What follows belongs to an exercise in optimizing a design on an open flow for small area and a short achievable clock period; a production flow would make more cautious choices. RTL that was checked went through simulation tests only; none was proved equivalent to the original. Function not checked in run 6: the RTL went through the layout flow alone. No activity file was given, so power comes from the tool's default toggle rates.

### design/flow/design.v
package pixel_engine_pkg;
    typedef logic [10-1:0] coord_t;
    typedef logic [2:0] pal_idx_t;
    typedef struct packed {
        logic [3:0] red;
        logic [3:0] green;
        logic [3:0] blue;
    } rgb444_t;
    typedef struct packed {
        logic [3:0] rsvd_b;
        rgb444_t    colour_b;
        logic [3:0] rsvd_a;
        rgb444_t    colour_a;
    } palette_entry_t;
    typedef enum logic {
        KIND_WALL   = 1'b0,
        KIND_BULLET = 1'b1
    } object_kind_t;
    typedef struct packed {
        logic [6:0]   reserved;   
        pal_idx_t     pal_idx;    
        coord_t       y;
        coord_t       x;
        object_kind_t kind;
        logic         valid;
    } object_entry_t;
    typedef struct packed {
        logic       invert;
        logic [6:0] reserved;
        pal_idx_t   fg_idx;
        logic       fg_sel;
        pal_idx_t   bg_idx;
        logic       bg_sel;
    } text_cell_t;
    typedef struct packed {
        logic [7:0] red;
        logic [7:0] green;
        logic [7:0] blue;
    } rgb_t;
    function automatic rgb_t widen(rgb444_t c);
        widen = {c.red, c.red, c.green, c.green, c.blue, c.blue};
    endfunction
endpackage
`timescale 1ns/1ns
module sprite_regs (
    input  logic                           pixel_clk,
    input  logic                           reset,
    input  logic                           psel,
    input  logic                           penable,
    input  logic                           pwrite,
    input  logic [8-1:0]         paddr,
    input  logic [32-1:0]         pwdata,
    output logic [32-1:0]         prdata,
    output logic                           pready,
    output logic                           pslverr,
    output logic [8*32-1:0]     palette,        
    output logic [16*25-1:0]     object_table    
);
    logic        pal_sel;    
    logic        obj_sel;    
    logic        wr_en;
    logic [31:0] wdata;      
    assign pal_sel = paddr[7:5] == 3'b000;
    assign obj_sel = paddr[7:6] == 2'b01;
    assign wr_en   = psel && penable && pwrite;
    assign wdata   = reset ? 32'd0 : pwdata;
    for (genvar i = 0; i < 8; i++) begin : g_pal
        always_ff @(posedge pixel_clk) begin
            if (reset || (wr_en && pal_sel && paddr[4:2] == i)) begin
                palette[i*32 +: 32] <= wdata;
            end
        end
    end
    for (genvar j = 0; j < 16; j++) begin : g_obj
        always_ff @(posedge pixel_clk) begin
            if (reset || (wr_en && obj_sel && paddr[5:2] == j)) begin
                object_table[j*25 +: 25] <= wdata[24:0];
            end
        end
    end
    logic [8-1:0] pal_rd;
    logic [16-1:0] obj_rd;
    for (genvar i = 0; i < 8; i++) begin : g_pal_rd
        assign pal_rd[i] = pal_sel && paddr[4:2] == i;
    end
    for (genvar j = 0; j < 16; j++) begin : g_obj_rd
        assign obj_rd[j] = obj_sel && paddr[5:2] == j;
    end
    always_comb begin
        prdata = '0;
        for (int i = 0; i < 8; i++) begin
            prdata = prdata | (palette[i*32 +: 32] & {32{pal_rd[i]}});
        end
        for (int j = 0; j < 16; j++) begin
            prdata[24:0] = prdata[24:0] | (object_table[j*25 +: 25] & {25{obj_rd[j]}});
        end
    end
    assign pready  = 1'b1;
    assign pslverr = psel && penable && !(pal_sel || obj_sel);
endmodule
`timescale 1ns/1ns
module axis_test (
    input  logic [9:0] npos,    
    input  logic [9:0] org,     
    output logic       wall,    
    output logic       near,    
    output logic [1:0] cls      
);
    logic [9:0] pos;
    logic [4:0] dl;          
    logic [5:0] bl;          
    logic [4:0] e;           
    logic [5:0] ch;          
    logic       e0, e1, em1;
    logic       lo_small, lo_big;
    assign pos = ~npos;
    assign bl[0] = 1'b0;
    assign ch[0] = 1'b0;
    for (genvar i = 0; i < 5; i++) begin : g_bit
        assign dl[i]   = pos[i] ^ org[i] ^ bl[i];
        assign bl[i+1] = (~pos[i] & org[i]) | (~(pos[i] ^ org[i]) & bl[i]);
        assign e[i]    = npos[i+5] ^ org[i+5] ^ ch[i];
        assign ch[i+1] = (npos[i+5] & org[i+5]) | (npos[i+5] & ch[i]) | (org[i+5] & ch[i]);
    end
    assign e0  = e == 5'd31;
    assign e1  = e == 5'd30 && !ch[5];
    assign em1 = e == 5'd0  &&  ch[5];
    assign lo_small = dl[4:3] == 2'b00 && (!dl[2] || dl[1:0] == 2'b00);
    assign lo_big   = dl[4:3] == 2'b11 && dl[2];
    assign wall = bl[5] ? e1 : e0;
    assign near = (lo_small && wall) || (lo_big && (bl[5] ? e0 : em1));
    always_comb begin
        case (dl[2:0])
            3'b000:                         cls = 2'd0;
            3'b001, 3'b111, 3'b010, 3'b110: cls = 2'd1;
            3'b011, 3'b101:                 cls = 2'd2;
            default:                        cls = 2'd3;
        endcase
    end
endmodule
module object_hit (
    input  logic [24:0]                     entry,     
    input  pixel_engine_pkg::coord_t        ndraw_x,   
    input  pixel_engine_pkg::coord_t        ndraw_y,
    output logic                            hit
);
    logic       wx, wy, nx, ny;
    logic [1:0] cx, cy;
    logic       disc;
    axis_test u_x (.npos(ndraw_x), .org(entry[11:2]),  .wall(wx), .near(nx), .cls(cx));
    axis_test u_y (.npos(ndraw_y), .org(entry[21:12]), .wall(wy), .near(ny), .cls(cy));
    always_comb begin
        case ({cx, cy})
            4'b00_00, 4'b00_01, 4'b00_10, 4'b00_11,
            4'b01_00, 4'b01_01, 4'b01_10,
            4'b10_00, 4'b10_01,
            4'b11_00: disc = 1'b1;
            default:  disc = 1'b0;
        endcase
    end
    assign hit = entry[0] && (entry[1] ? (nx && ny && disc) : (wx && wy));
endmodule
`timescale 1ns/1ns
module layer_compositor (
    input  logic                                                pixel_clk,
    input  logic                                                reset,
    input  logic [16-1:0]                             hit,
    input  logic [16*25-1:0]                          object_table,
    input  logic [8*32-1:0]                          palette,    
    input  pixel_engine_pkg::coord_t                            draw_x,
    input  pixel_engine_pkg::coord_t                            draw_y,
    input  logic                                                video_on,
    input  pixel_engine_pkg::text_cell_t                        char_code,
    input  logic [7:0]                                          font_row,
    output pixel_engine_pkg::rgb_t                              rgb
);
    localparam logic [1:0] K_BLACK  = 2'd0;
    localparam logic [1:0] K_BULLET = 2'd1;
    localparam logic [1:0] K_MORTAR = 2'd2;
    localparam logic [1:0] K_BRICK  = 2'd3;
    logic        font_bit;
    logic        obj_on;
    logic        obj_bullet;
    logic [2:0]  obj_idx;
    logic        s1_video_on;
    logic        s1_text_on;
    logic [3:0]  s1_text;     
    logic        s1_obj_on;
    logic        s1_obj_bullet;
    logic [2:0]  s1_obj_idx;
    logic        s1_mortar;
    logic [4:0]  code_next;
    logic [4:0]  s2_code;
    logic [11:0] colour;      
    logic        dup;         
    logic [11:0] q_colour;
    logic        q_dup;
    assign font_bit = font_row[3'd7 - draw_x[2:0]] ^ char_code[15];
    logic [3:0] node_info [0:2*16-2];   
    logic       node_on   [0:2*16-2];
    for (genvar i = 0; i < 16; i++) begin : g_leaf
        assign node_on[16-1+i]   = hit[i];
        assign node_info[16-1+i] = {object_table[i*25 + 1], object_table[i*25 + 22 +: 3]};
    end
    for (genvar n = 16-2; n >= 0; n--) begin : g_node
        assign node_on[n]   = node_on[2*n+1] || node_on[2*n+2];
        assign node_info[n] = node_on[2*n+1] ? node_info[2*n+1] : node_info[2*n+2];
    end
    assign obj_on     = node_on[0];
    assign obj_bullet = node_info[0][3];
    assign obj_idx    = node_info[0][2:0];
    always_ff @(posedge pixel_clk) begin
        if (reset) begin
            s1_video_on <= 1'b0;
        end else begin
            s1_video_on <= video_on;
        end
    end
    always_ff @(posedge pixel_clk) begin
        s1_text_on    <= char_code != '0;
        s1_text       <= font_bit ? char_code[7:4] : char_code[3:0];
        s1_obj_on     <= obj_on;
        s1_obj_bullet <= obj_bullet;
        s1_obj_idx    <= obj_idx;
        s1_mortar     <= draw_x[4:0] == 5'd0 || draw_y[3:0] == 4'd0;
    end
    always_comb begin
        if (!s1_video_on) begin
            code_next = {3'b000, K_BLACK};
        end else if (s1_text_on) begin
            code_next = {1'b1, s1_text};
        end else if (s1_obj_on) begin
            code_next = s1_obj_bullet ? {3'b000, K_BULLET} : {1'b1, s1_obj_idx, 1'b0};
        end else if (s1_mortar) begin
            code_next = {3'b000, K_MORTAR};
        end else begin
            code_next = {3'b000, K_BRICK};
        end
    end
    always_ff @(posedge pixel_clk) begin
        if (reset) begin
            s2_code <= '0;
        end else begin
            s2_code <= code_next;
        end
    end
    always_comb begin
        colour = 12'h000;
        for (int k = 0; k < 2 * 8; k++) begin
            if (s2_code == {1'b1, 4'(k)}) begin
                colour = colour | palette[(k >> 1)*32 + (k & 1)*16 +: 12];
            end
        end
        case (s2_code)
            {3'b000, K_BULLET}: colour = colour | 12'hf50;
            {3'b000, K_MORTAR}: colour = colour | 12'h888;
            {3'b000, K_BRICK}:  colour = colour | 12'ha32;
            default:            colour = colour;
        endcase
        dup = s2_code[4] || s2_code[1:0] == K_BULLET;
    end
    always_ff @(posedge pixel_clk) begin
        if (reset) begin
            q_colour <= '0;
            q_dup    <= 1'b0;
        end else begin
            q_colour <= colour;
            q_dup    <= dup;
        end
    end
    assign rgb = {q_colour[11:8], q_colour[11:8] & {4{q_dup}},
                  q_colour[7:4],  q_colour[7:4]  & {4{q_dup}},
                  q_colour[3:0],  q_colour[3:0]  & {4{q_dup}}};
endmodule
`timescale 1ns/1ns
module pixel_engine (
    input  logic                         pixel_clk,
    input  logic                         reset,
    input  pixel_engine_pkg::coord_t     draw_x,
    input  pixel_engine_pkg::coord_t     draw_y,
    input  logic                         video_on,
    input  pixel_engine_pkg::text_cell_t char_code,
    input  logic [7:0]                   font_row,
    input  logic                         psel,
    input  logic                         penable,
    input  logic                         pwrite,
    input  logic [8-1:0]       paddr,
    input  logic [32-1:0]       pwdata,
    output logic [32-1:0]       prdata,
    output logic                         pready,
    output logic                         pslverr,
    output pixel_engine_pkg::rgb_t       rgb
);
    logic [8*32-1:0] palette;
    logic [16*25-1:0] object_table;
    logic [16-1:0]    hit;
    sprite_regs u_regs (
        .pixel_clk    (pixel_clk),
        .reset        (reset),
        .psel         (psel),
        .penable      (penable),
        .pwrite       (pwrite),
        .paddr        (paddr),
        .pwdata       (pwdata),
        .prdata       (prdata),
        .pready       (pready),
        .pslverr      (pslverr),
        .palette      (palette),
        .object_table (object_table)
    );
    pixel_engine_pkg::coord_t ndraw_x, ndraw_y;
    assign ndraw_x = ~draw_x;
    assign ndraw_y = ~draw_y;
    for (genvar i = 0; i < 16; i++) begin : g_obj
        object_hit u_hit (
            .entry  (object_table[i*25 +: 25]),
            .ndraw_x(ndraw_x),
            .ndraw_y(ndraw_y),
            .hit    (hit[i])
        );
    end
    layer_compositor u_comp (
        .pixel_clk    (pixel_clk),
        .reset        (reset),
        .hit          (hit),
        .object_table (object_table),
        .palette      (palette),
        .draw_x       (draw_x),
        .draw_y       (draw_y),
        .video_on     (video_on),
        .char_code    (char_code),
        .font_row     (font_row),
        .rgb          (rgb)
    );
endmodule
### design/flow/flow/run.sh
#!/bin/bash
# The standard layout (standard.sh), with plain buffers on the ports in place
# of the delay-cell buffers ORFS picks by default, and clock tree synthesis
# without dummy loads. The make output goes to standard.log; ORFS keeps each
# step's log under orfs/logs.
set -euo pipefail
export BUFFER_PORTS_ARGS="-buffer_cell sky130_fd_sc_hd__buf_1"
export CTS_ARGS="-sink_clustering_enable -repair_clock_nets -sink_clustering_size 24 -sink_clustering_max_diameter 100 -dont_use_dummy_load"
bash standard.sh > standard.log 2>&1
### design/flow/standard.sh
#!/bin/bash
# synth_recipe.tcl (not shown) runs the flow's synth.tcl, then flattens the netlist and writes it again
# the make line also repeats each setting of config.mk as NAME=value (left out here)
make -C /OpenROAD-flow-scripts/flow DESIGN_CONFIG=/design/flow/config.mk WORK_HOME=/design/flow/orfs CLKGATE_MAP_FILE= SYNTH_SCRIPT=/design/flow/synth_recipe.tcl "${@:-finish}"
### design/flow/config.mk
export PLATFORM = sky130hd
export DESIGN_NAME = pixel_engine
export DESIGN_NICKNAME = pixel_engine
export VERILOG_FILES = /design/flow/design.v
export SDC_FILE = /design/flow/constraint.sdc
export NUM_CORES = 4
export LEC_CHECK = 0
export CAP_MARGIN = 20
export CORE_MARGIN = 2
export CORE_UTILIZATION = 50
export GPL_ROUTABILITY_DRIVEN = 0
export PLACE_DENSITY = 0.65
export SETUP_SLACK_MARGIN = 3.7
export SLEW_MARGIN = 20
export TNS_END_PERCENT = 100
### design/flow/constraint.sdc
create_clock -name core_clock -period 10.0 [get_ports {pixel_clk}]
set_input_delay 2.0000 -clock core_clock [delete_from_list [all_inputs] [get_ports {pixel_clk}]]
set_output_delay 2.0000 -clock core_clock [all_outputs]
set_load 0.01 [all_outputs]
==> run notes, run 1 <==
critical path, cell by cell=buf_1 -> inv_1 -> buf_4 -> fa_1 -> inv_1 -> fa_1 -> fa_1 -> fa_1 -> or3_1 -> a21boi_0 -> a2bb2oi_1 -> o31ai_2 -> or4_4 -> nor4b_4 -> buf_4 -> o31ai_1; status=timing/DRC/antenna clean; syn avg cell area=around 13 µm²; Clock Sinks=686; Max Slew Vio Count=0; largest cells by area after synthesis=edfxtp_1 (52%), fa_1 (14%), a22oi_1 (5.6%); R2R Setup Slk=just over 5 ns; P&R area growth vs syn=11.3%; switch share=0.307; synth cell count leaders=edfxtp_1 (656), inv_1 (282), a22oi_1 (279), fa_1 (256), nand2_1 (116); crit-path max FO=16; wire length per cell=39.9 µm; EDFF count, synth=between 600 and 700; Detailed Routing Iterations Pass 1=10; met1 GRT Util=0.517; power consumption=0.00652 W; max-cap violation count=0; IO Pins=148; number of global-route vias before repair=roughly 29000; area share of the largest cell type after synthesis=0.522; remaining antenna violation count=0; Setup WS pre-CTS=between 2 and 2.5 ns; Warnings, synthesis=6; top-count cell post-synth=edfxtp_1; power share of the combinational group=0.206; vias=about 30000; row cnt=100; endpoint class of the critical path=register; global-route wire length before repair=220000 µm; final WL=161000 µm; critical path class=in -> reg; die footprint=77700 µm²; Synth Instances=2834; DRC viols=0; Post-Syn Area=37700 µm²; met3 usage=0.186; CTS Buffer Depth=3; hold_buf cts=0; cts bufs inserted=35; Crit path top cell by count=fa_1; met2 Track Usage GR=0.566; DR iter-0 viols=~5600; Layout Cells excl Fill=~4000; Slew @ Worst Pin=1.27 ns; DP HPWL=111000 µm; synthesis-stage register bit count=~690; root buffer cell=clkbuf_16; CP startpoint kind=input port; Post-Syn Nets=3244; # port buffers=144; largest net degree at the start of global routing=between 40 and 50; cell taking the most area after synthesis=edfxtp_1; worst vdd ir=0.000106 V; Hold Crit Class=reg -> reg; required time of the worst setup path=10.50 ns; die width=279 µm; CP peak stage delay=0.75 ns; post-layout min period=6.30 ns; setup TNS=0 ns; core area=74600 µm²; cell with the largest stage delay on the worst path=a21boi_0; sequential share of power=0.555; Reg clk slew, reported paths=~0.090 ns; initial antenna violation count=8; worst skew pair latency=0.62 ns; htree depth=2; sequential area share after synthesis=0.538; Post-synth ARST share=0; Top Usage Layer GRT=met2; period utilization=0.630; global route overflow=0; worst clock skew=0.0340 ns; Pleak=14.7 nW; Slew HR=0.150; Inst Count DP=between 3000 and 4000; Top FF cell, synth=edfxtp_1; worst setup margin=3.70 ns; Clock power frac=0.239; Die Y=279 µm; count of final hold-check violations=0; Vias per Instance=~7.5; Setup Viol. Count Final=0; RSZ-0062 raised after global routing=no; post-synth cell types=91; internal power=0.00452 W; fmax=roughly 160 MHz; power per cell area=155 nW/µm²; Net Switching=0.00200 W; GRT Util Overall=0.410; WP data arrival=6.80 ns; layout cells sized above 1=0.110; WP buf/inv=5; CTS tree=done; fin nets=between 3000 and 4000; family with the most delay on the worst path=compound AO/OA/AOI/OAI gates; Initial Util=0.506
-- layout make-up --
class | count | area, µm²
diodes | 4 | 10.0
clock buffers | 35 | 876
fillers | 6017 | 32600
inverters | 284 | 1090
multi-input cells | 1777 | 16800
flip-flops and latches | 686 | 20300
well taps | 969 | 1210
repair buffers | 281 | 1720
-- power groups by stage --
stage / sequential (W) / combinational [W] / clock [W]
floorplan: 0.00356 / 0.000767 / 0
global placement: 0.00366 / 0.00118 / 0
detailed placement: 0.00366 / 0.00124 / 0
CTS: 0.00360 / 0.00126 / 0.00154
global route: 0.00363 / 0.00142 / 0.00163
finish: 0.00362 / 0.00134 / 0.00156
-- worst paths after layout --
check	from	endpoint	cells after the start
max reg2reg	u_regs.object_table[382]	u_comp.s1_obj_on	15
min	u_comp.s1_text[2]	u_comp.s2_code[2]	2
min reg2reg	u_comp.s1_text[2]	u_comp.s2_code[2]	2
max	draw_x[1]	u_comp.s1_obj_idx[1]	16
-- sequential cells by signal, indices dropped and copies added, names as in the netlist --
register,count
u_regs.object_table,400
u_regs.palette,256
u_comp.q_colour,12
u_comp.s2_code,5
u_comp.s1_text,4
u_comp.s1_obj_idx,3
u_comp.q_dup,1
u_comp.s1_mortar,1
u_comp.s1_obj_bullet,1
u_comp.s1_obj_on,1
u_comp.s1_text_on,1
u_comp.s1_video_on,1
-- cells in the final DEF (no fill, tap or decap), drive strengths merged, types with 11 or more instances in the layout --
master | synthesis | final
o31ai | 15 | 15
a31oi | 21 | 21
inv | 283 | 281
a21boi | 20 | 20
a2bb2oi | 14 | 14
and4b | 22 | 22
mux2i | 15 | 15
and2 | 31 | 31
a211oi | 40 | 40
nand2 | 116 | 116
buf | 7 | 269
nand3b | 13 | 13
or3 | 36 | 36
a21o | 11 | 11
nand4b | 23 | 23
dfxtp | 30 | 30
clkbuf | 81 | 47
and3 | 28 | 28
nor3 | 48 | 48
a21oi | 41 | 41
edfxtp | 656 | 656
nor2 | 95 | 96
fa | 256 | 256
a221oi | 74 | 74
nand4 | 74 | 74
o21ai | 31 | 31
nand2b | 13 | 13
a22o | 65 | 65
a222oi | 11 | 11
ha | 64 | 64
nand3 | 55 | 55
nor2b | 46 | 46
nor4 | 11 | 11
a32oi | 18 | 18
nor4b | 21 | 21
a22oi | 279 | 279
and3b | 17 | 17
o21bai | 23 | 23
-- tightest hold or removal path: cells and delay by family, from the launching register on --
kind,cells,cell delay (ns)
flops,1,0.32
simple gates,1,0.08
compound gates,1,0.07
-- what timing repair did --
action | CTS | global route
pin swaps | 9 | 7
setup endpoints to repair | 37 | 26
resized for setup | 42 | 39
gates cloned | 1 | 0
setup buffers | 24 | 15
-- logic make-up after synthesis --
family          Yosys count  share of synthesized area
buf+inv                 372                     0.0375
other cells               1                  0.0000994
flops                   686                      0.538
fa+ha+maj               326                      0.159
mux                      23                    0.00696
xor+xnor                  1                   0.000232
simple gates            682                      0.105
compound gates          743                      0.154
-- metrics by stage --
step	utilization	instance area [µm²]	hold slack, ns
3_5_place_dp	0.541	40400	0.494
3_3_place_gp	0.541	40300	0.468
5_1_grt	0.563	42000	0.568
6_report	0.563	42000	0.506
4_1_cts	0.559	41700	0.515
2_1_floorplan	-	37700	0.431
-- metal layers --
layer,share of wire,routed length (µm)
met1,0.33,52500
met2,0.40,64700
met3,0.18,29400
met4,0.089,14300
met5,0.00024,38
==> inputs of run 2 (changes only) <==
--- a/design/flow/config.mk
+++ b/design/flow/config.mk
@@ -12,3 +12,3 @@
 export PLACE_DENSITY = 0.65
-export SETUP_SLACK_MARGIN = 3.7
+export SETUP_SLACK_MARGIN = 3.8
 export SLEW_MARGIN = 20
==> run notes, run 2 <==
switch share=0.308; core area=74600 µm²; final WL=161000 µm; DP HPWL=111000 µm; global route overflow=0; fin nets=3474; Hold Crit Class=reg -> reg; EDFF count, synth=around 660; setup TNS=0 ns; Post-Syn Area=37700 µm²; sequential share of power=0.554; min-delay src=u_comp.s1_text[2]; FILL cells=5998; wire length per cell=~40 µm; crit-path max FO=25; vias=30100; Die Y=279 µm; cell with the largest stage delay on the worst path=a22o_1; internal power=0.00452 W; reg2reg path depth=15; most frequent cells in the layout=edfxtp_1 (656), inv_1 (280), a22oi_1 (276), fa_1 (255), buf_1 (131); FF-to-FF Start=u_regs.object_table[382]; RR Endpoint=u_comp.s1_obj_on; max-cap violation count=0; WP buf/inv=3; Detailed Routing Iterations Pass 1=8; power per cell area=155 nW/µm²; DRC viols=0; power share of the combinational group=0.206; biggest regs=u_regs.object_table x400, u_regs.palette x256, u_comp.q_colour x12; CTS tree=done; area share of the largest cell type after synthesis=0.522; WP data arrival=between 4 and 5 ns; Setup WS pre-CTS=2.46 ns; synth cell count leaders=edfxtp_1 (656), inv_1 (282), a22oi_1 (279), fa_1 (256), nand2_1 (116); Setup Viol. Count Final=0; Vias per Instance=between 7 and 8; worst setup margin=3.77 ns; post-synth cell types=91; Post-Syn Nets=3244; GRT Util Overall=0.411; cell taking the most area after synthesis=edfxtp_1; top-count cell post-synth=edfxtp_1; fmax=161 MHz; remaining antenna violation count=0; worst skew pair latency=0.62 ns; cts bufs inserted=35; worst clock skew=0.0378 ns; count of final hold-check violations=0; Clock Sinks=686; Max Slew Vio Count=0; RSZ-0062 raised after global routing=yes; Hold EP=u_comp.s2_code[2]; power consumption=approximately 0.0065 W; global-route wire length before repair=220000 µm; family with the most delay on the worst path=simple AND/OR/NAND/NOR gates; CP peak stage delay=0.30 ns; largest cells by area after synthesis=edfxtp_1 (52%), fa_1 (14%), a22oi_1 (5.6%); Top FF cell, synth=edfxtp_1; die footprint=between 70000 and 80000 µm²; layout cells sized above 1=0.114; R2R Setup Slk=5.03 ns; critical path class=in -> out; die width=279 µm; initial antenna violation count=8; status=timing/DRC/antenna clean; Worst Hold Depth=2; synthesis-stage register bit count=686; Synth Instances=approximately 2800; DR iter-0 viols=5890; largest net degree at the start of global routing=41; required time of the worst setup path=roughly 8.0 ns; Warnings, synthesis=6; Initial Util=0.506; Largest register FFs=400; critical path, cell by cell=buf_1 -> nor2_4 -> nand2_4 -> nor2_2 -> buf_6 -> a22o_1 -> a221oi_1 -> nand3_1 -> nor2_1 -> nand4_1 -> buf_1; period utilization=0.623; CP startpoint kind=input port; Slew HR=0.198; syn avg cell area=13.3 µm²; worst vdd ir=0.000105 V; sequential area share after synthesis=0.538; Reg clk slew, reported paths=0.07 ns; Top reg by flops=u_regs.object_table; number of global-route vias before repair=29400; Net Switching=approximately 0.002 W; IO Pins=148; htree depth=2; Slew @ Worst Pin=1.20 ns; most common cell after layout, fill and taps aside=edfxtp_1; CTS Buffer Depth=3; post-layout min period=around 6.2 ns; Post-synth ARST share=0; Crit path top cell by count=buf_1; P&R area growth vs syn=11.7%; endpoint class of the critical path=output port; root buffer cell=clkbuf_16; Pleak=14.8 nW; row cnt=100; # port buffers=about 140; Clock power frac=0.239
==> run 2: cell counts after synthesis <==
Identical to the previous run, type by type.
==> run 2: worst max path at each step <==
stage,slack [ns],startpoint,depth (start not counted),endpoint
2_1_floorplan,3.85,draw_y[1],14,u_comp.s1_obj_idx[1]
3_3_place_gp,2.51,draw_y[0],16,u_comp.s1_obj_idx[1]
3_5_place_dp,2.46,draw_y[0],16,u_comp.s1_obj_idx[1]
4_1_cts,3.81,draw_y[0],17,u_comp.s1_obj_idx[0]
5_1_grt,3.73,draw_x[0],17,u_comp.s1_obj_on
6_report,3.77,paddr[7],11,prdata[15]
==> run 2: per-layer routing <==
metal  GRT usage  vias to the layer above  part of all wire
met1       0.513                    14800              0.33
met3       0.191                      764              0.18
met5     0.00313                        -            0.0010
met2       0.565                     3026              0.40
met4       0.280                        8             0.089
li1            -                    11500                 -
==> run 2: area by class of cell <==
cell class | instances | area [µm²] | share of cell area
Antenna cell | 5 | 12.5 | 0.000297
Clock buffer | 35 | 876 | 0.0208
Sequential cell | 686 | 20300 | 0.482
Tap cell | 969 | 1210 | 0.0288
Inverter | 284 | 1090 | 0.0258
Timing Repair Buffer | 280 | 1770 | 0.0419
Multi-Input combinational cell | 1777 | 16900 | 0.401
==> run 2: cells by family after synthesis <==
group | after synthesis | synth area share
compound gates | 743 | 0.154
xor+xnor | 1 | 0.000232
fa+ha+maj | 326 | 0.159
buf+inv | 372 | 0.0375
flops | 686 | 0.538
mux | 23 | 0.00696
other cells | 1 | 0.0000994
simple gates | 682 | 0.105
==> run 2: tightest hold or removal path, stage by stage (launching register included) <==
cell and delay (ns):
dfxtp_1 0.32, a21oi_1 0.07, nor2_1 0.08
==> run 2: metrics by stage <==
step                cell area (µm²)  hold slack [ns]   util  std cells
floorplan                     37700            0.431      -       2834
global placement              40300            0.468  0.541       3955
detailed placement            40400            0.494  0.541       3957
CTS                           41800            0.515  0.560       4023
global route                  42100            0.568  0.565       4033
finish                        42100            0.512  0.565       4036
==> run 2: power groups by stage <==
| stage | Sequential [W] | Combinational (W) | Clock, W |
|---|---|---|---|
| 2_1_floorplan | 0.00356 | 0.000767 | 0 |
| 3_5_place_dp | 0.00366 | 0.00124 | 0 |
| 5_1_grt | 0.00363 | 0.00142 | 0.00164 |
| 4_1_cts | 0.00360 | 0.00127 | 0.00154 |
| 3_3_place_gp | 0.00366 | 0.00118 | 0 |
| 6_report | 0.00362 | 0.00135 | 0.00156 |
==> run 2: timing repair <==
| action | CTS | global route |
|---|---|---|
| endpoints found under the setup margin | 37 | 23 |
| pin swaps | 11 | 8 |
| hold buffers | 0 | 0 |
| setup buffers | 30 | 8 |
| resized for setup | 58 | 50 |
| gates cloned | 1 | 0 |
==> inputs of run 3 (changes only) <==
--- a/design/flow/config.mk
+++ b/design/flow/config.mk
@@ -9,5 +9,5 @@
 export CORE_MARGIN = 2
-export CORE_UTILIZATION = 50
+export CORE_UTILIZATION = 55
 export GPL_ROUTABILITY_DRIVEN = 0
-export PLACE_DENSITY = 0.65
+export PLACE_DENSITY = 0.7
 export SETUP_SLACK_MARGIN = 3.8
==> run notes, run 3 <==
reg2reg path depth=14; die width=between 200 and 300 µm; Net Switching=~0.0020 W; Pleak=14.9 nW; WP buf/inv=5; max-cap violation count=0; EDFF count, synth=approximately 660; Largest register FFs=400; cell with the largest stage delay on the worst path=a21boi_0; Hold Crit Class=reg -> reg; status=timing/DRC/antenna clean; synthesis-stage register bit count=686; Placed Area=between 40000 and 50000 µm²; post-synth cell types=91; wire length per cell=40.1 µm; Worst Hold Depth=2; Die Y=approximately 270 µm; Vias per Instance=7.71; cts bufs inserted=35; initial antenna violation count=11; Hold EP=u_comp.s2_code[3]; min-delay src=u_comp.s1_text[3]; DP HPWL=approximately 110000 µm; RSZ-0062 raised after global routing=yes; worst clock skew=0.0429 ns; Post-synth ARST share=0; Post-Syn Area=37700 µm²; Post-Syn Nets=3244; WP data arrival=~6.8 ns; sequential area share after synthesis=0.538; required time of the worst setup path=10.49 ns; row cnt=96; top-count cell post-synth=edfxtp_1; post-layout min period=6.32 ns; Reg clk slew, reported paths=0.10 ns; P&R area growth vs syn=12.5%; internal power=approximately 0.0045 W; global route overflow=0; worst skew pair latency=0.62 ns; CP peak stage delay=0.76 ns; core area=between 60000 and 70000 µm²; CTS Buffer Depth=3; sequential share of power=0.553; Initial Util=0.553; Slew HR=0.106; DRC viols=0; most common cell after layout, fill and taps aside=edfxtp_1; worst vdd ir=0.000108 V; layout cells sized above 1=0.126; fmax=158 MHz; syn avg cell area=roughly 13 µm²; CP startpoint kind=input port; final WL=160000 µm; Slew @ Worst Pin=1.33 ns; switch share=0.307; Crit path top cell by count=fa_1; synth cell count leaders=edfxtp_1 (656), inv_1 (282), a22oi_1 (279), fa_1 (256), nand2_1 (116); largest cells by area after synthesis=edfxtp_1 (52%), fa_1 (14%), a22oi_1 (5.6%); IO Pins=~150; power per cell area=154 nW/µm²; endpoint class of the critical path=register; Synth Instances=2834; GRT Util Overall=0.448; Setup WS pre-CTS=2.24 ns; htree depth=2; root buffer cell=clkbuf_16; fin nets=3498; Clock power frac=0.236; critical path class=in -> reg; biggest regs=u_regs.object_table x400, u_regs.palette x256, u_comp.q_colour x12; Warnings, synthesis=6; cell taking the most area after synthesis=edfxtp_1; largest net degree at the start of global routing=72; power consumption=0.00654 W; count of final hold-check violations=0; Detailed Routing Iterations Pass 1=10; DR iter-0 viols=6079; period utilization=0.632; Finished Cell Area=42400 µm²; Top FF cell, synth=edfxtp_1; most frequent cells in the layout=edfxtp_1 (656), inv_1 (278), a22oi_1 (276), fa_1 (254), buf_1 (130); Max Slew Vio Count=0; # port buffers=between 100 and 150; number of global-route vias before repair=29700; crit-path max FO=16; die footprint=70700 µm²; Top reg by flops=u_regs.object_table; family with the most delay on the worst path=adder cells; remaining antenna violation count=0; RR Endpoint=u_comp.s1_obj_idx[1]; global-route wire length before repair=approximately 220000 µm; setup TNS=0 ns; CTS tree=done; vias=30700; critical path, cell by cell=buf_1 -> inv_1 -> buf_4 -> ha_1 -> fa_1 -> inv_1 -> fa_1 -> fa_1 -> fa_1 -> or3_1 -> a21boi_0 -> a2bb2oi_1 -> o31ai_2 -> or4_4 -> nor4b_4 -> buf_4 -> o31ai_1; area share of the largest cell type after synthesis=0.522; Clock Sinks=686; FF-to-FF Start=u_regs.object_table[27]; worst setup margin=3.68 ns; power share of the combinational group=0.211; Setup Viol. Count Final=0; R2R Setup Slk=5.16 ns
[run 3: cell counts after synthesis]
No cell type changed its count.
[run 3: worst max-delay path by stage]
stage / depth (start not counted) / to / slack [ns] / start
after floorplan: 14 / u_comp.s1_obj_idx[1] / 3.85 / draw_y[1]
after global placement: 16 / u_comp.s1_obj_idx[0] / 2.36 / draw_y[0]
after detailed placement: 16 / u_comp.s1_obj_idx[0] / 2.24 / draw_y[0]
after CTS: 16 / u_comp.s1_obj_idx[0] / 3.67 / draw_y[0]
after global routing: 17 / u_comp.s1_obj_idx[1] / 3.75 / draw_x[0]
final: 17 / u_comp.s1_obj_idx[1] / 3.68 / draw_x[0]
[run 3: cells by family after synthesis]
family | count (synthesis) | share of synthesized area
adders and majority gates | 326 | 0.159
xor gates and xnor gates | 1 | 0.000232
muxes | 23 | 0.00696
other | 1 | 0.0000994
and+or+nand+nor | 682 | 0.105
buffers and inverters | 372 | 0.0375
AOI/OAI and AO/OA | 743 | 0.154
DFF | 686 | 0.538
[run 3: final cells by class]
| cell class | count | area, µm² |
|---|---|---|
| diodes | 8 | 20.0 |
| clock buffers | 35 | 876 |
| fillers | 5088 | 25800 |
| inverters | 284 | 1090 |
| multi-input cells | 1778 | 17000 |
| flip-flops and latches | 686 | 20300 |
| well taps | 882 | 1100 |
| repair buffers | 303 | 2030 |
[run 3: what timing repair did]
action / in CTS / in global routing
setup buffers: 41 / 20
gates cloned: 2 / 0
pin swaps: 13 / 13
resized for setup: 57 / 75
endpoints found under the hold margin: 0 / 0
setup endpoints to repair: 37 / 28
hold buffers: 0 / 0
[run 3: per-layer routing]
layer | vias to the layer above | wire length, µm | track usage
met5 | - | 551 | 0.0319
met4 | 20 | 14800 | 0.310
met3 | 851 | 30700 | 0.225
met2 | 3333 | 63400 | 0.607
met1 | 14900 | 50000 | 0.555
li1 | 11500 | - | -
[run 3: through the flow]
stage | util | cells | hold WS, ns
global route | 0.622 | 3971 | 0.531
finish | 0.622 | 3976 | 0.507
CTS | 0.612 | 3944 | 0.513
global placement | 0.588 | 3864 | 0.458
detailed placement | 0.589 | 3866 | 0.470
floorplan | - | 2834 | 0.431
[run 3: power groups by stage]
| stage | combinational [W] | clock, W | sequential, W |
|---|---|---|---|
| after CTS | 0.00127 | 0.00153 | 0.00360 |
| after detailed placement | 0.00124 | 0 | 0.00366 |
| after global placement | 0.00117 | 0 | 0.00365 |
| final | 0.00138 | 0.00155 | 0.00362 |
| after floorplan | 0.000767 | 0 | 0.00356 |
| after global routing | 0.00145 | 0.00162 | 0.00362 |
[run 3: worst min-delay path, delay by kind of cell, from the launching register on]
kind               cells  cell delay, ns
DFF                    1            0.33
and+or+nand+nor        1            0.08
AOI/OAI and AO/OA      1            0.06
==> inputs of run 4 (changes only) <==
--- a/design/flow/flow/run.sh
+++ b/design/flow/flow/run.sh
@@ -7,3 +7,3 @@
 export BUFFER_PORTS_ARGS="-buffer_cell sky130_fd_sc_hd__buf_1"
-export CTS_ARGS="-sink_clustering_enable -repair_clock_nets -sink_clustering_size 24 -sink_clustering_max_diameter 100 -dont_use_dummy_load"
+export CTS_ARGS="-sink_clustering_enable -repair_clock_nets -sink_clustering_size 28 -sink_clustering_max_diameter 120 -dont_use_dummy_load"
 bash standard.sh > standard.log 2>&1
--- a/design/flow/config.mk
+++ b/design/flow/config.mk
@@ -9,6 +9,6 @@
 export CORE_MARGIN = 2
-export CORE_UTILIZATION = 55
+export CORE_UTILIZATION = 50
 export GPL_ROUTABILITY_DRIVEN = 0
-export PLACE_DENSITY = 0.7
-export SETUP_SLACK_MARGIN = 3.8
+export PLACE_DENSITY = 0.65
+export SETUP_SLACK_MARGIN = 3.9
 export SLEW_MARGIN = 20
==> run notes, run 4 <==
status=timing/DRC/antenna clean; cell with the largest stage delay on the worst path=nand4_1; RR Endpoint=u_comp.s1_obj_idx[1]; required time of the worst setup path=8.00 ns; worst vdd ir=0.000144 V; # port buffers=144; root buffer cell=clkbuf_16; initial antenna violation count=10; global-route wire length before repair=222000 µm; fin nets=3486; critical path class=in -> out; reg2reg path depth=16; DR iter-0 viols=6269; Vias per Instance=between 7 and 8; final WL=163000 µm; post-layout min period=6.14 ns; cts bufs inserted=28; remaining antenna violation count=0; power per cell area=between 150 and 200 nW/µm²; FF-to-FF Start=u_regs.object_table[67]; IO Pins=148; row cnt=100; CP startpoint kind=input port; Finished Cell Area=42400 µm²; fmax=163 MHz; Post-synth ARST share=0; die width=~280 µm; Setup Viol. Count Final=0; die footprint=a little under 80000 µm²; setup TNS=0 ns; Top FF cell, synth=edfxtp_1; EDFF count, synth=between 600 and 700; Detailed Routing Iterations Pass 1=11; Max Slew Vio Count=0; P&R area growth vs syn=12.4%; Placed Area=40400 µm²; top-count cell post-synth=edfxtp_1; endpoint class of the critical path=output port; htree depth=1; sequential area share after synthesis=0.538; Reg clk slew, reported paths=0.11 ns; Hold Crit Class=reg -> reg; RSZ-0062 raised after global routing=yes; largest net degree at the start of global routing=72; Post-Syn Area=37700 µm²; worst clock skew=0.0368 ns; Post-Syn Nets=3244; DP HPWL=110000 µm; synth cell count leaders=edfxtp_1 (656), inv_1 (282), a22oi_1 (279), fa_1 (256), nand2_1 (116); GRT Util Overall=0.414; period utilization=0.614; DRC viols=0; Die Y=279 µm; WP buf/inv=4; Worst Hold Depth=2; count of final hold-check violations=0; global route overflow=0; core area=74600 µm²; crit-path max FO=25; Hold EP=u_comp.s2_code[2]; max-cap violation count=0; WP data arrival=4.14 ns; Slew HR=0.129; cell taking the most area after synthesis=edfxtp_1; Largest register FFs=400; layout cells sized above 1=0.127; Top reg by flops=u_regs.object_table; R2R Setup Slk=5.19 ns; post-synth cell types=91; CTS Buffer Depth=3; largest cells by area after synthesis=edfxtp_1 (52%), fa_1 (14%), a22oi_1 (5.6%); vias=30500; worst skew pair latency=between 0.6 and 0.7 ns; min-delay src=u_comp.s1_text[2]; Initial Util=0.506; Warnings, synthesis=6; critical path, cell by cell=buf_2 -> nand3b_1 -> buf_12 -> nor2_2 -> buf_4 -> a22oi_1 -> nand4_1 -> nor2_2 -> nand4_1 -> buf_2; family with the most delay on the worst path=simple AND/OR/NAND/NOR gates; syn avg cell area=13.3 µm²; fin util=0.569; Clock Sinks=approximately 690; area share of the largest cell type after synthesis=0.522; CP peak stage delay=approximately 0.4 ns; synthesis-stage register bit count=686; Synth Instances=2834; most common cell after layout, fill and taps aside=edfxtp_1; wire length per cell=40.4 µm; Pleak=between 10 and 15 nW; biggest regs=u_regs.object_table x400, u_regs.palette x256, u_comp.q_colour x12; most frequent cells in the layout=edfxtp_1 (656), inv_1 (279), a22oi_1 (277), fa_1 (253), buf_1 (125); Slew @ Worst Pin=1.31 ns; CTS tree=done; number of global-route vias before repair=29200
-- run 4: cell counts after synthesis --
Identical to the previous run, type by type.
-- run 4: worst min-delay path, cell delays in order, from the launching register on --
cell and delay (ns):
dfxtp_1 0.33, a21oi_1 0.06, nor2_1 0.08
-- run 4: worst max-delay path by stage --
| stage | startpoint | to | depth (start not counted) |
|---|---|---|---|
| final | paddr[7] | prdata[3] | 10 |
| after CTS | draw_y[0] | u_comp.s1_obj_idx[0] | 16 |
| after global routing | draw_x[5] | u_comp.s1_obj_idx[1] | 18 |
| after detailed placement | draw_y[0] | u_comp.s1_obj_idx[0] | 16 |
| after global placement | draw_y[0] | u_comp.s1_obj_idx[0] | 16 |
| after floorplan | draw_x[1] | u_comp.s1_obj_idx[1] | 14 |
-- run 4: cell families (layout without fill, tap and decap cells) --
group | count (synthesis) | after routing | synth area share
mux | 23 | 23 | 0.00696
fa+ha+maj | 326 | 326 | 0.159
xor+xnor | 1 | 1 | 0.000232
flops | 686 | 686 | 0.538
other cells | 1 | 7 | 0.0000994
simple gates | 682 | 682 | 0.105
buf+inv | 372 | 611 | 0.0375
compound gates | 743 | 744 | 0.154
-- run 4: area by class of cell --
cell class | count | area, µm²
well taps | 969 | 1210
multi-input cells | 1777 | 17100
flip-flops and latches | 686 | 20300
clock buffers | 28 | 701
diodes | 6 | 15.0
fillers | 5975 | 32100
repair buffers | 299 | 2000
inverters | 284 | 1090
-- run 4: power breakdown --
part	total (W)	switching (W)	internal [W]
combinational	0.00139	0.000897	0.000491
clock	0.00141	0.000908	0.000504
sequential	0.00361	0.000205	0.00341
-- run 4: repair_timing --
| item | 4_1_cts | 5_1_grt |
|---|---|---|
| hold buffers | 0 | 0 |
| setup buffers | 42 | 11 |
| resized for setup | 90 | 84 |
| endpoints found under the setup margin | 37 | 23 |
| cloned | 1 | 1 |
| pin swaps | 18 | 17 |
-- run 4: metal layers --
layer / wire [µm] / share of wire / track usage
met1: 53200 / 0.33 / 0.519
met2: 64400 / 0.39 / 0.564
met3: 31000 / 0.19 / 0.204
met4: 14600 / 0.090 / 0.270
met5: 244 / 0.0015 / 0.0131
-- run 4: stage by stage --
step	setup WS, ns	cells	total power [W]	hold WS [ns]
detailed placement	2.42	3958	0.00491	0.461
global route	3.85	4045	0.00655	0.535
CTS	3.83	4029	0.00626	0.510
global placement	2.46	3957	0.00484	0.470
floorplan	3.91	2834	0.00433	0.431
finish	3.86	4049	0.00641	0.511
==> inputs of run 5 (changes only) <==
--- a/design/flow/config.mk
+++ b/design/flow/config.mk
@@ -12,3 +12,3 @@
 export PLACE_DENSITY = 0.65
-export SETUP_SLACK_MARGIN = 3.9
+export SETUP_SLACK_MARGIN = 3.8
 export SLEW_MARGIN = 20
==> run notes, run 5 <==
Inst Count DP=3957; count of final hold-check violations=0; worst skew pair latency=0.68 ns; worst vdd ir=between 0.0001 and 0.00015 V; number of global-route vias before repair=29200; internal power=0.00439 W; initial antenna violation count=9; critical path, cell by cell=clkbuf_2 -> nand3b_1 -> buf_12 -> nor2_2 -> buf_4 -> a22o_1 -> a221oi_1 -> nand3_1 -> nor2_1 -> nand4_1 -> buf_1; global-route wire length before repair=219000 µm; P&R area growth vs syn=11.2%; final WL=161000 µm; crit-path max FO=25; Post-synth ARST share=0; Pleak=14.7 nW; CP peak stage delay=0.33 ns; Top FF cell, synth=edfxtp_1; FILL cells=about 6000; most frequent cells in the layout=edfxtp_1 (656), inv_1 (279), a22oi_1 (278), fa_1 (255), buf_1 (128); status=timing/DRC/antenna clean; power consumption=0.00637 W; fmax=161 MHz; sequential share of power=0.568; Setup Viol. Count Final=0; critical path class=in -> out; Reg clk slew, reported paths=0.11 ns; required time of the worst setup path=8.00 ns; layout cells sized above 1=0.111; Slew HR=0.159; synth cell count leaders=edfxtp_1 (656), inv_1 (282), a22oi_1 (279), fa_1 (256), nand2_1 (116); CP startpoint kind=input port; largest net degree at the start of global routing=about 40; syn avg cell area=about 13 µm²; family with the most delay on the worst path=simple AND/OR/NAND/NOR gates; fin nets=3466; vias=30100; R2R Setup Slk=a little over 5 ns; Multi-input gate area=16900 µm²; Synth Instances=2834; Hold Crit Class=reg -> reg; wire length per cell=approximately 40 µm; Net Switching=0.00198 W; power per cell area=152 nW/µm²; DP HPWL=111000 µm; Clock power frac=0.221; top-count cell post-synth=edfxtp_1; die width=around 280 µm; Die Y=~280 µm; Post-Syn Nets=3244; WP data arrival=4.20 ns; row cnt=100; DR iter-0 viols=between 5000 and 6000; WP buf/inv=4; remaining antenna violation count=0; Setup WS pre-CTS=~2.5 ns; Layout Cells excl Fill=4033; most common cell after layout, fill and taps aside=edfxtp_1; root buffer cell=clkbuf_16; synthesis-stage register bit count=686; Warnings, synthesis=6; Slew @ Worst Pin=1.26 ns; largest cells by area after synthesis=edfxtp_1 (52%), fa_1 (14%), a22oi_1 (5.6%); die footprint=77700 µm²; period utilization=0.620; cell taking the most area after synthesis=edfxtp_1; Max Slew Vio Count=0; switch share=0.311; post-synth cell types=91; RSZ-0062 raised after global routing=yes; cell with the largest stage delay on the worst path=buf_4; endpoint class of the critical path=output port; core area=74600 µm²; Top reg by flops=u_regs.object_table; Seq. cell area=20300 µm²; IO Pins=about 150; # port buffers=144; sequential area share after synthesis=0.538; worst setup margin=~3.8 ns; Vias per Instance=7.46; max-cap violation count=0; Clock Sinks=686; area share of the largest cell type after synthesis=0.522; Initial Util=0.506; Post-Syn Area=approximately 38000 µm²; hold_buf cts=0; setup TNS=0 ns; CTS Buffer Depth=3; DRC viols=0; htree depth=1; Detailed Routing Iterations Pass 1=10; biggest regs=u_regs.object_table x400, u_regs.palette x256, u_comp.q_colour x12; GRT Util Overall=0.409; global route overflow=0; Largest register FFs=400; CTS tree=done; worst clock skew=0.0453 ns; EDFF count, synth=between 600 and 700; cts bufs inserted=28; post-layout min period=6.20 ns; power share of the combinational group=0.211
[run 5: through the flow]
stage,util,hold WS [ns],instance area (µm²)
4_1_cts,0.558,0.525,41600
5_1_grt,0.562,0.572,41900
2_1_floorplan,-,0.431,37700
3_5_place_dp,0.541,0.494,40400
3_3_place_gp,0.541,0.468,40300
6_report,0.563,0.525,42000
[run 5: path summary, 6_finish.rpt]
path	startpoint	end	depth (start not counted)
max	paddr[7]	prdata[2]	11
min	u_comp.s1_text[2]	u_comp.s2_code[2]	2
max reg2reg	u_regs.object_table[302]	u_comp.s1_obj_idx[1]	14
min reg2reg	u_comp.s1_text[2]	u_comp.s2_code[2]	2
[run 5: area by class of cell]
type | count | area share
flip-flops and latches | 686 | 0.484
multi-input cells | 1777 | 0.403
repair buffers | 279 | 0.0414
well taps | 969 | 0.0289
inverters | 284 | 0.0259
clock buffers | 28 | 0.0167
diodes | 10 | 0.000596
[run 5: cell families (layout without fill, tap and decap cells)]
| logic type | after synthesis | in the layout | synth area share |
|---|---|---|---|
| flops | 686 | 686 | 0.538 |
| simple gates | 682 | 683 | 0.105 |
| other cells | 1 | 11 | 0.0000994 |
| compound gates | 743 | 743 | 0.154 |
| mux | 23 | 23 | 0.00696 |
| fa+ha+maj | 326 | 326 | 0.159 |
| xor+xnor | 1 | 1 | 0.000232 |
| buf+inv | 372 | 591 | 0.0375 |
[run 5: power by group through the flow]
stage | clock (W) | sequential (W) | combinational [W]
floorplan | 0 | 0.00356 | 0.000767
global placement | 0 | 0.00366 | 0.00118
detailed placement | 0 | 0.00366 | 0.00124
CTS | 0.00139 | 0.00360 | 0.00127
global route | 0.00147 | 0.00362 | 0.00142
finish | 0.00141 | 0.00362 | 0.00135
[run 5: repair_timing]
| item | 4_1_cts | 5_1_grt |
|---|---|---|
| setup endpoints to repair | 37 | 25 |
| gates cloned | 1 | 0 |
| pin swaps | 10 | 8 |
| gates resized for setup | 54 | 52 |
| setup buffers | 29 | 8 |
[run 5: layer usage]
layer | wire, µm | vias up | GRT usage | share of wire
met4 | 14400 | 12 | 0.273 | 0.089
met3 | 29600 | 731 | 0.182 | 0.18
met5 | 181 | - | 0.0100 | 0.0011
met1 | 52200 | 14700 | 0.515 | 0.32
met2 | 64400 | 3154 | 0.566 | 0.40
li1 | - | 11500 | - | -
[run 5: worst reg2reg max path: cells and delay by family, from the launching register on]
family,cells,cell delay [ns]
compound gates,6,1.71
fa+ha+maj,5,1.82
simple gates,2,0.57
flops,1,0.64
buf+inv,1,0.05
==> inputs of run 6 (changes only) <==
--- a/design/flow/design.v
+++ b/design/flow/design.v
@@ -56,3 +56,6 @@
     output logic [8*32-1:0]     palette,        
-    output logic [16*25-1:0]     object_table    
+    output logic [16*25-1:0]     object_table,   
+    output logic                           obj_wr,         
+    output logic [3:0]                     obj_wr_slot,
+    output logic [3:0]                     obj_wr_old      
 );
@@ -97,2 +100,5 @@
     end
+    assign obj_wr      = wr_en && obj_sel && !reset;
+    assign obj_wr_slot = paddr[5:2];
+    assign obj_wr_old  = {prdata[1], prdata[24:22]};
     assign pready  = 1'b1;
@@ -168,2 +174,5 @@
     input  logic [16*25-1:0]                          object_table,
+    input  logic                                                obj_wr,      
+    input  logic [3:0]                                          obj_wr_slot,
+    input  logic [3:0]                                          obj_wr_old,  
     input  logic [8*32-1:0]                          palette,    
@@ -187,5 +196,6 @@
     logic [3:0]  s1_text;     
-    logic        s1_obj_on;
-    logic        s1_obj_bullet;
-    logic [2:0]  s1_obj_idx;
+    logic [16-1:0] s1_hit;
+    logic        s1_wr;
+    logic [3:0]  s1_wr_slot;
+    logic [3:0]  s1_wr_old;
     logic        s1_mortar;
@@ -198,15 +208,2 @@
     assign font_bit = font_row[3'd7 - draw_x[2:0]] ^ char_code[15];
-    logic [3:0] node_info [0:2*16-2];   
-    logic       node_on   [0:2*16-2];
-    for (genvar i = 0; i < 16; i++) begin : g_leaf
-        assign node_on[16-1+i]   = hit[i];
-        assign node_info[16-1+i] = {object_table[i*25 + 1], object_table[i*25 + 22 +: 3]};
-    end
-    for (genvar n = 16-2; n >= 0; n--) begin : g_node
-        assign node_on[n]   = node_on[2*n+1] || node_on[2*n+2];
-        assign node_info[n] = node_on[2*n+1] ? node_info[2*n+1] : node_info[2*n+2];
-    end
-    assign obj_on     = node_on[0];
-    assign obj_bullet = node_info[0][3];
-    assign obj_idx    = node_info[0][2:0];
     always_ff @(posedge pixel_clk) begin
@@ -221,7 +218,23 @@
         s1_text       <= font_bit ? char_code[7:4] : char_code[3:0];
-        s1_obj_on     <= obj_on;
-        s1_obj_bullet <= obj_bullet;
-        s1_obj_idx    <= obj_idx;
+        s1_hit        <= hit;
+        s1_wr         <= obj_wr;
+        s1_wr_slot    <= obj_wr_slot;
+        s1_wr_old     <= obj_wr_old;
         s1_mortar     <= draw_x[4:0] == 5'd0 || draw_y[3:0] == 4'd0;
     end
+    logic [16-1:0] win;
+    logic [3:0]              win_info;   
+    logic                    win_wr;     
+    always_comb begin
+        win      = '0;
+        win_info = '0;
+        win_wr   = 1'b0;
+        for (int i = 0; i < 16; i++) begin
+            win[i]   = s1_hit[i] && !(|(s1_hit & ((16)'(1) << i) - 1'b1));
+            win_info = win_info | ({object_table[i*25 + 1], object_table[i*25 + 22 +: 3]} & {4{win[i]}});
+            win_wr   = win_wr | (win[i] && s1_wr_slot == i);
+        end
+        obj_on = |s1_hit;
+        {obj_bullet, obj_idx} = (s1_wr && win_wr) ? s1_wr_old : win_info;
+    end
     always_comb begin
@@ -231,4 +244,4 @@
             code_next = {1'b1, s1_text};
-        end else if (s1_obj_on) begin
-            code_next = s1_obj_bullet ? {3'b000, K_BULLET} : {1'b1, s1_obj_idx, 1'b0};
+        end else if (obj_on) begin
+            code_next = obj_bullet ? {3'b000, K_BULLET} : {1'b1, obj_idx, 1'b0};
         end else if (s1_mortar) begin
@@ -296,2 +309,5 @@
     logic [16-1:0]    hit;
+    logic                       obj_wr;
+    logic [3:0]                 obj_wr_slot;
+    logic [3:0]                 obj_wr_old;
     sprite_regs u_regs (
@@ -308,3 +324,6 @@
         .palette      (palette),
-        .object_table (object_table)
+        .object_table (object_table),
+        .obj_wr       (obj_wr),
+        .obj_wr_slot  (obj_wr_slot),
+        .obj_wr_old   (obj_wr_old)
     );
@@ -326,2 +345,5 @@
         .object_table (object_table),
+        .obj_wr       (obj_wr),
+        .obj_wr_slot  (obj_wr_slot),
+        .obj_wr_old   (obj_wr_old),
         .palette      (palette),
==> design/flow/run.sh (new file) <==
#!/bin/bash
# synth_recipe.tcl (not shown) runs the flow's synth.tcl, then flattens the netlist and writes it again
# the make line also repeats each setting of config.mk as NAME=value (left out here)
make -C /OpenROAD-flow-scripts/flow DESIGN_CONFIG=/design/flow/config.mk WORK_HOME=/design/flow/orfs CLKGATE_MAP_FILE= SYNTH_SCRIPT=/design/flow/synth_recipe.tcl finish
--- a/design/flow/config.mk
+++ b/design/flow/config.mk
@@ -9,5 +9,3 @@
 export CORE_MARGIN = 2
-export CORE_UTILIZATION = 50
-export GPL_ROUTABILITY_DRIVEN = 0
-export PLACE_DENSITY = 0.65
+export CORE_UTILIZATION = 40
 export SETUP_SLACK_MARGIN = 3.8
removed: design/flow/flow/run.sh
removed: design/flow/standard.sh
==> run notes, run 6 <==
status=timing/DRC/antenna clean; CTS tree=done; Post-Syn Area=37800 µm²; row cnt=about 110; FILL cells=7991; biggest regs=u_regs.object_table x400, u_regs.palette x256, u_comp.s1_hit x16; top-count cell post-synth=edfxtp_1; WP buf/inv=5; most common cell after layout, fill and taps aside=edfxtp_1; Hold Crit Class=reg -> reg; Initial Util=0.404; Slew @ Worst Pin=about 1.2 ns; worst skew pair latency=0.66 ns; DP HPWL=121000 µm; die footprint=97000 µm²; remaining antenna violation count=0; P&R area growth vs syn=24.0%; Max Slew Vio Count=0; required time of the worst setup path=10.55 ns; Reg clk slew, reported paths=0.06 ns; number of global-route vias before repair=29700; fin nets=around 3700; Top reg by flops=u_regs.object_table; layout cells sized above 1=0.187; DRC viols=0; post-synth cell types=79; initial antenna violation count=12; Setup WS pre-CTS=2.04 ns; # port buffers=144; family with the most delay on the worst path=adder cells; synthesis-stage register bit count=706; critical path class=in -> reg; most frequent cells in the layout=edfxtp_1 (656), a22oi_1 (274), inv_1 (259), fa_1 (255), buf_4 (187); Vias per Instance=around 6.7; endpoint class of the critical path=register; Die Y=311 µm; die width=311 µm; htree depth=3; RSZ-0062 raised after global routing=yes; Clock Sinks=706; core area=93500 µm²; wire length per cell=38.7 µm; EDFF count, synth=approximately 660; global-route wire length before repair=239000 µm; critical path, cell by cell=clkdlybuf4s50_1 -> clkinvlp_4 -> buf_12 -> ha_1 -> inv_1 -> fa_1 -> inv_1 -> fa_1 -> fa_1 -> fa_1 -> and4b_1 -> nand2_1 -> o21ai_0 -> a41oi_1 -> nor3_1 -> o21a_1; largest cells by area after synthesis=edfxtp_1 (52%), fa_1 (14%), a22oi_1 (5.7%); WP data arrival=6.87 ns; largest net degree at the start of global routing=slightly below 50; global route overflow=0; Slew HR=0.202; min-delay src=u_regs.object_table[325]; cts bufs inserted=79; Pleak=~16 nW; FF-to-FF Start=u_regs.object_table[142]; setup TNS=0 ns; CTS Buffer Depth=3; Warnings, synthesis=4; hold_buf cts=0; cell with the largest stage delay on the worst path=o21ai_0; cell taking the most area after synthesis=edfxtp_1; Post-synth ARST share=0; fmax=158 MHz; area share of the largest cell type after synthesis=0.521; Synth Instances=2874; sequential area share after synthesis=0.548; RD Place Congestion=1.04; CP peak stage delay=0.70 ns; max-cap violation count=0; count of final hold-check violations=0; root buffer cell=clkbuf_16; synth cell count leaders=edfxtp_1 (656), a22oi_1 (289), inv_1 (265), fa_1 (256), nand2_1 (122); Top FF cell, synth=edfxtp_1; power per cell area=174 nW/µm²; worst clock skew=0.0211 ns; CP startpoint kind=input port; Setup crit start=draw_y[5]; DR iter-0 viols=5000; Largest register FFs=400; period utilization=0.632; post-layout min period=6.32 ns; crit-path max FO=10; worst vdd ir=0.000128 V; power consumption=0.00816 W; IO Pins=roughly 150; syn avg cell area=between 10 and 15 µm²; GRT Util Overall=0.359; Post-Syn Nets=3284; Setup Viol. Count Final=0; vias=30500; Detailed Routing Iterations Pass 1=9; final WL=178000 µm; Crit path top cell by count=fa_1; worst setup margin=3.68 ns
==> run 6: cell count changes after synthesis, sizes merged, moves of 20 or more <==
cell     change
o21ai       +46
a41oi       +23
o21bai      -23
dfxtp       +20
nor3        +39
a21oi       +24
and3        -25
nand3       +26
or3         -24
a2111oi     +21
a211oi      -30
==> run 6: cell type report <==
cell class | count | area (µm²) | share of cell area
Inverter | 265 | 1010 | 0.0215
Sequential cell | 706 | 20700 | 0.442
Timing Repair Buffer | 405 | 4030 | 0.0860
Tap cell | 1254 | 1570 | 0.0335
Clock buffer | 93 | 2130 | 0.0455
Antenna cell | 7 | 17.5 | 0.000374
Multi-Input combinational cell | 1803 | 16900 | 0.360
Clock inverter | 50 | 523 | 0.0112
==> run 6: power breakdown <==
group	internal, W	switching, W
clock network	0.00176	0.00129
logic	0.000508	0.000884
registers	0.00349	0.000214
==> run 6: per-stage QoR <==
stage          hold WS, ns  cells  area [µm²]   util
3_3_place_gp         0.486   4279       41700  0.446
5_1_grt              0.531   4576       46900  0.501
3_5_place_dp         0.485   4280       41700  0.447
6_report             0.505   4583       46900  0.501
4_1_cts              0.502   4551       46400  0.497
2_1_floorplan        0.434   2874       37800      -
==> run 6: worst paths after layout <==
| kind | end | slack [ns] | cells past startpoint |
|---|---|---|---|
| worst min register to register | u_comp.s1_hit[13] | 0.51 | 1 |
| worst max-delay path | u_comp.s1_hit[15] | 3.68 | 16 |
| worst min-delay path | u_comp.s1_hit[13] | 0.51 | 1 |
| worst max register to register | u_comp.s1_hit[5] | 5.50 | 13 |
==> run 6: logic make-up (layout without fill, tap and decap cells) <==
group	Yosys count	count (layout)	synth area share
adders and majority gates	329	329	0.159
AOI/OAI and AO/OA	719	719	0.142
xor gates and xnor gates	1	1	0.000232
and+or+nand+nor	732	738	0.108
DFF	706	706	0.548
muxes	15	15	0.00487
other	1	8	0.0000992
buffers and inverters	371	813	0.0372
==> run 6: what timing repair did <==
item / in CTS / in global routing
setup endpoints to repair: 48 / 37
setup buffers: 121 / 21
gates resized for setup: 268 / 68
hold endpoints to repair: 0 / 0
pin swaps: 54 / 20
cloned: 7 / 3
==> run 6: layer usage <==
layer | vias to the layer above | routed length (µm) | track usage
li1 | 12000 | - | -
met1 | 15300 | 64800 | 0.464
met2 | 2546 | 75800 | 0.528
met3 | 645 | 22600 | 0.106
met4 | 14 | 14300 | 0.226
met5 | - | 99 | 0

==> separate check: timing with driven ports <==
How much do the figures lean on ideal ports? The routed layouts below were timed once more, with nothing changed but the port constraints.
Step 1 sets driving cells, clkbuf_16 on the clock port and buf_2 on the other inputs (assumed; they add their load-dependent delay and slew).
Step 2 moves the port delays by t, midway between the first and last clock arrival at a register: inputs arrive t later, outputs are due t later. That takes back most of the time a late clock gives input paths.
a / b / c = ideal ports / drivers / drivers and shift; a / b = the first two.
run | shift t [ns] | setup WS [ns] | worst hold slack (ns)
run 1 | 0.668 | 3.702 / 3.636 / 3.083 | 0.506 / 0.506 / 0.506
run 2 | 0.671 | 3.773 / 3.712 / 3.189 | 0.512 / 0.512 / 0.512
run 3 | 0.668 | 3.678 / 3.624 / 3.057 | 0.507 / 0.507 / 0.507
run 4 | 0.725 | 3.865 / 3.828 / 3.214 | 0.511 / 0.511 / 0.511
run 5 | 0.734 | 3.799 / 3.740 / 3.139 | 0.525 / 0.525 / 0.525
run 6 | 0.713 | 3.680 / 3.717 / 3.004 | 0.505 / 0.505 / 0.505
After both steps every run listed still meets setup and hold. The setup slack of run 6, which loses most, moves by +0.037 ns with the drivers and by -0.676 ns with both steps.
